What follows belongs to an exercise in optimizing a design on an open flow for small area, a short achievable clock period and few clock cycles; a production flow would make more cautious choices.
In this exercise RTL edits were held to simulation tests only and were not proved equivalent to the original.
Power is estimated from default activity; no workload was simulated.

## chip8_cpu
module chip8_cpu (
    input  logic        clk,
    input  logic        reset_i,
    output logic        mem_rd_valid_o,
    output logic [11:0] mem_rd_addr_o,
    input  logic        mem_rd_ready_i,
    input  logic [7:0]  mem_rd_data_i,
    output logic        mem_wr_valid_o,
    output logic [19:0] mem_wr_o,
    input  logic        mem_wr_ready_i
);
Size: ~46 I/O pins, ~0.022 mm² of cells after synthesis.
export LEC_CHECK = 0
export ABC_AREA = 1
export CAP_MARGIN = 20
export CORE_MARGIN = 2
export CORE_UTILIZATION = 40
export CTS_BUF_LIST = sky130_fd_sc_hd__clkbuf_16
export CTS_CLUSTER_DIAMETER = 150
export CTS_CLUSTER_SIZE = 28
export PLACE_DENSITY = 0.6
export SETUP_SLACK_MARGIN = 4.2
export SLEW_MARGIN = 20
create_clock -name core_clock -period 7.0 [get_ports {clk}]
standard.sh (not shown) runs the stock make flow with config.mk's settings and CLKGATE_MAP_FILE= SYNTH_SCRIPT=/design/flow/synth_recipe.tcl, a recipe that flattens the netlist after the stock synthesis.
==> flow/flow/run.sh <==
#!/bin/bash
# The standard layout, except that the port buffers are plain buffers
# (buf_4) instead of the delay cell buffer_ports picks by default.
set -euo pipefail
bash standard.sh 'BUFFER_PORTS_ARGS=-buffer_cell sky130_fd_sc_hd__buf_4' finish > standard_flow.log 2>&1
Testbench counts at the start, summed over its fixed seeds: cycles 56,578.
Edit:
- CTS_CLUSTER_DIAMETER: 150 -> 120
- CTS_CLUSTER_SIZE: 28 -> 24
- PLACE_DENSITY: 0.6 -> 0.52
- SETUP_SLACK_MARGIN: 4.2 -> 4.3
Result: Worst hold slack is worse by 0.018 ns; count of clock-buffer cells in the layout goes up by 5; wire length goes up by 6.9%; die area is unchanged; fmax goes down by 2.4%; core utilization goes up by 1.9 points; critical path depth goes up by 5; sequential share of layout area goes down by 1.9 points; area after synthesis does not change.
Edit:
- PLACE_DENSITY: 0.52 -> 0.45
- SETUP_SLACK_MARGIN: 4.3 -> 4.2
Effect: Power came out lower by 2.9%. Maximum frequency is about the same. Utilization came out lower by 1.2 points. Clock-buffer cell count came out lower by 2. Routed wire length came out higher by 0.47%. Critical path depth came out lower by 5. Via count came out lower by 1.9%. Clock power came out lower by about 3%. Worst setup slack improved by 0.0037 ns. Area after synthesis is unchanged. Global-route usage came out higher by 0.21 points.
Edit:
- CTS_BUF_LIST: sky130_fd_sc_hd__clkbuf_16 -> sky130_fd_sc_hd__clkbuf_8
- CTS_CLUSTER_DIAMETER: 120 -> default
- CTS_CLUSTER_SIZE: 24 -> 30
- PLACE_DENSITY: 0.45 -> 0.6
The new run finished clean.
Final area rises by about 1.5%.
Die area does not change.
Via count rises by 2.3%.
Setup slack gains 0.090 ns.
Power rises by about 13%.
Clock power rises by about 55%.
Edit:
- CTS_BUF_LIST: sky130_fd_sc_hd__clkbuf_8 -> sky130_fd_sc_hd__clkbuf_16
- CTS_CLUSTER_DIAMETER: default -> 120
- CTS_CLUSTER_SIZE: 30 -> 24
Result: Routed wire length goes down by about 1.6%. Worst hold slack gains 0.0078 ns. Worst setup slack loses 0.033 ns. Via count goes down by 1.3%. Die area stays the same. Total power goes down by 12%. Cell count goes down by 3.3%. Register-to-register slack loses 0.09 ns.
Edit:
- GPL_ROUTABILITY_DRIVEN: default -> 0
What happened: Synthesized area is unchanged. Clock-buffer cell count shrinks by 1. Setup slack degrades by 0.056 ns. Maximum frequency is lower by 2.0%. Utilization is lower by 0.41 points. Power goes down by 1.7%. Hold slack is better by 0.0063 ns. Wire length falls by 2.7%. Register-to-register slack is about the same. Synthesized cell count does not change.

* * *

## run A
chip8_cpu, a different RTL version from the one above (not shown whole).
For scale: roughly 2300 cells after synthesis, about 440 flip-flops, ~46 I/O pins, roughly 22000 um2 of cells after synthesis.
export LEC_CHECK = 0
export ABC_AREA = 1
export CAP_MARGIN = 20
export CORE_MARGIN = 2
export CORE_UTILIZATION = 40
export CTS_BUF_LIST = sky130_fd_sc_hd__clkbuf_16
export CTS_CLUSTER_DIAMETER = 120
export CTS_CLUSTER_SIZE = 24
export PLACE_DENSITY = 0.6
export SETUP_SLACK_MARGIN = 4.2
export SLEW_MARGIN = 20
export TNS_END_PERCENT = 20
create_clock -name core_clock -period 7.0 [get_ports {clk}]
Scripts as last shown in full above: flow/flow/run.sh
Run A did not stop at any stage, and its layout met the timing, DRC and antenna checks.
Testbench counts of run A, summed over its fixed seeds: cycles 56,560.
Edits applied to the flow inputs when going from run A to run B:
# run A
export LEC_CHECK = 0
export ABC_AREA = 1
export CAP_MARGIN = 20
export CORE_MARGIN = 2
export CORE_UTILIZATION = 40
export CTS_BUF_LIST = sky130_fd_sc_hd__clkbuf_16
export CTS_CLUSTER_DIAMETER = 120
export CTS_CLUSTER_SIZE = 24
export PLACE_DENSITY = 0.6
export SETUP_SLACK_MARGIN = 4.2
export SLEW_MARGIN = 20
export TNS_END_PERCENT = 20
create_clock -name core_clock -period 7.0 [get_ports {clk}]
# run B
export LEC_CHECK = 0
export ABC_AREA = 1
export CAP_MARGIN = 20
export CORE_MARGIN = 2
export CORE_UTILIZATION = 55
export CTS_BUF_LIST = sky130_fd_sc_hd__clkbuf_16
export CTS_CLUSTER_DIAMETER = 120
export CTS_CLUSTER_SIZE = 24
export PLACE_DENSITY = 0.7
export SETUP_SLACK_MARGIN = 4.2
export SLEW_MARGIN = 20
create_clock -name core_clock -period 7.0 [get_ports {clk}]
==> comparison <==
In the metrics for run A and run B, the one carrying the higher arrival time at the worst endpoint is run B. The portion of total power attributed to combinational logic was comparable across run A and run B. After synthesis and placement, the instance count of run B is below that of run A. Worst-case reg-to-reg path depth was higher in run B than in run A. Core footprint sits lower in run B than in run A. Run B vs. run A: total via count after detailed routing went up by about 2.5%. Row total power consumption of the routed design: run B higher / run A lower.
The following lists how run C was set up differently from run B:
# run B
export LEC_CHECK = 0
export ABC_AREA = 1
export CAP_MARGIN = 20
export CORE_MARGIN = 2
export CORE_UTILIZATION = 55
export CTS_BUF_LIST = sky130_fd_sc_hd__clkbuf_16
export CTS_CLUSTER_DIAMETER = 120
export CTS_CLUSTER_SIZE = 24
export PLACE_DENSITY = 0.7
export SETUP_SLACK_MARGIN = 4.2
export SLEW_MARGIN = 20
create_clock -name core_clock -period 7.0 [get_ports {clk}]
# run C
export LEC_CHECK = 0
export ABC_AREA = 1
export CAP_MARGIN = 20
export CORE_MARGIN = 2
export CORE_UTILIZATION = 40
export CTS_BUF_LIST = sky130_fd_sc_hd__clkbuf_16
export CTS_CLUSTER_DIAMETER = 120
export CTS_CLUSTER_SIZE = 24
export PLACE_DENSITY = 0.6
export SETUP_SLACK_MARGIN = 4.3
export SLEW_MARGIN = 20
create_clock -name core_clock -period 7.0 [get_ports {clk}]
[summary]
- In the tables for run B and run C, share of total power in combinational logic reads higher with run C.
- Via count essentially unchanged between run C and run B.
- Cmp run B and run C / weighted congestion reported at the end of routability-driven placement / lower: run C
- The lower number of buffers and inverters on the critical path of run B and run C is in run C.
- Comparing run B and run C, the lower non-clock inverter total of the final layout is on run B.
The following lists how run D was set up differently from run C:
# run C
export LEC_CHECK = 0
export ABC_AREA = 1
export CAP_MARGIN = 20
export CORE_MARGIN = 2
export CORE_UTILIZATION = 40
export CTS_BUF_LIST = sky130_fd_sc_hd__clkbuf_16
export CTS_CLUSTER_DIAMETER = 120
export CTS_CLUSTER_SIZE = 24
export PLACE_DENSITY = 0.6
export SETUP_SLACK_MARGIN = 4.3
export SLEW_MARGIN = 20
create_clock -name core_clock -period 7.0 [get_ports {clk}]
# run D
export LEC_CHECK = 0
export ABC_AREA = 1
export CAP_MARGIN = 20
export CORE_MARGIN = 2
export CORE_UTILIZATION = 40
export CTS_BUF_LIST = sky130_fd_sc_hd__clkbuf_16
export CTS_CLUSTER_DIAMETER = 120
export CTS_CLUSTER_SIZE = 24
export PLACE_DENSITY = 0.6
export SETUP_SLACK_MARGIN = 4.0
export SLEW_MARGIN = 20
create_clock -name core_clock -period 7.0 [get_ports {clk}]
Notes after the runs:
Compared to run C, run D has buffering stage count on the worst path with inverters included 1 lower.
[compare] base=run C new=run D: number of logic inverters in the finished layout shrank by 0.78%; hold slack has decreased; number of instances resized during post-cts repair -39; via count moved down.
Of run D and run C, the run reporting the higher sequential cell area share was run D.
Run D vs run C: fraction of power consumed by the clock network up
In the metrics for run D and run C, the one carrying the lower final worst-path cycle share is run C.
For the total number of cells along the worst setup path, run D came in 3 higher than run C did.
Run C leaves more setup margin than run D.

-- re-timing with driven ports --
In the flow no input, the clock included, has a driving cell. The finished layouts below were timed again as built, in two steps. Step 1 assumes that a clkbuf_16 drives the clock port and a buf_2 every other input. Step 2 also shifts input and output timing later by t, the mid clock arrival at the registers, as if the neighbouring blocks saw the same clock. a / b / c = ideal / step 1 / step 2; a / b = the first two.
run | t (ns) | slack for setup (ns) | hold slack, ns | slew at the worst register clock pin (ns) | worst slew at a driven data input, ns
the first run of note 1 | 0.623 | 4.222 / 4.257 / 3.633 | 0.475 / 0.475 / 0.475 | 0.12 / 0.12 | 0.09
the second run of note 1 | 0.625 | 4.155 / 4.155 / 3.713 | 0.456 / 0.456 / 0.456 | 0.11 / 0.11 | 0.05
the third run of note 1 | 0.631 | 4.158 / 4.193 / 3.562 | 0.460 / 0.460 / 0.460 | 0.11 / 0.11 | 0.05
the fourth run of note 1 | 0.708 | 4.249 / 4.198 / 3.593 | 0.456 / 0.456 / 0.456 | 0.07 / 0.07 | 0.09
the fifth run of note 1 | 0.629 | 4.216 / 4.216 / 3.650 | 0.464 / 0.464 / 0.464 | 0.11 / 0.11 | 0.08
the sixth run of note 1 | 0.631 | 4.160 / 4.143 / 3.511 | 0.471 / 0.471 / 0.471 | 0.11 / 0.11 | 0.07
run A | 0.631 | 4.085 / 4.085 / 3.573 | 0.467 / 0.467 / 0.467 | 0.11 / 0.11 | 0.06
run B | 0.622 | 4.228 / 4.261 / 3.641 | 0.473 / 0.473 / 0.473 | 0.11 / 0.11 | 0.04
run C | 0.624 | 4.303 / 4.287 / 3.761 | 0.473 / 0.473 / 0.473 | 0.11 / 0.11 | 0.04
run D | 0.633 | 4.134 / 4.134 / 3.557 | 0.469 / 0.469 / 0.469 | 0.11 / 0.11 | 0.07
After both steps every run listed still meets setup and hold. For the fourth run of note 1, which loses most, drivers alone change the setup slack by -0.051 ns; drivers and shift together by -0.656 ns.
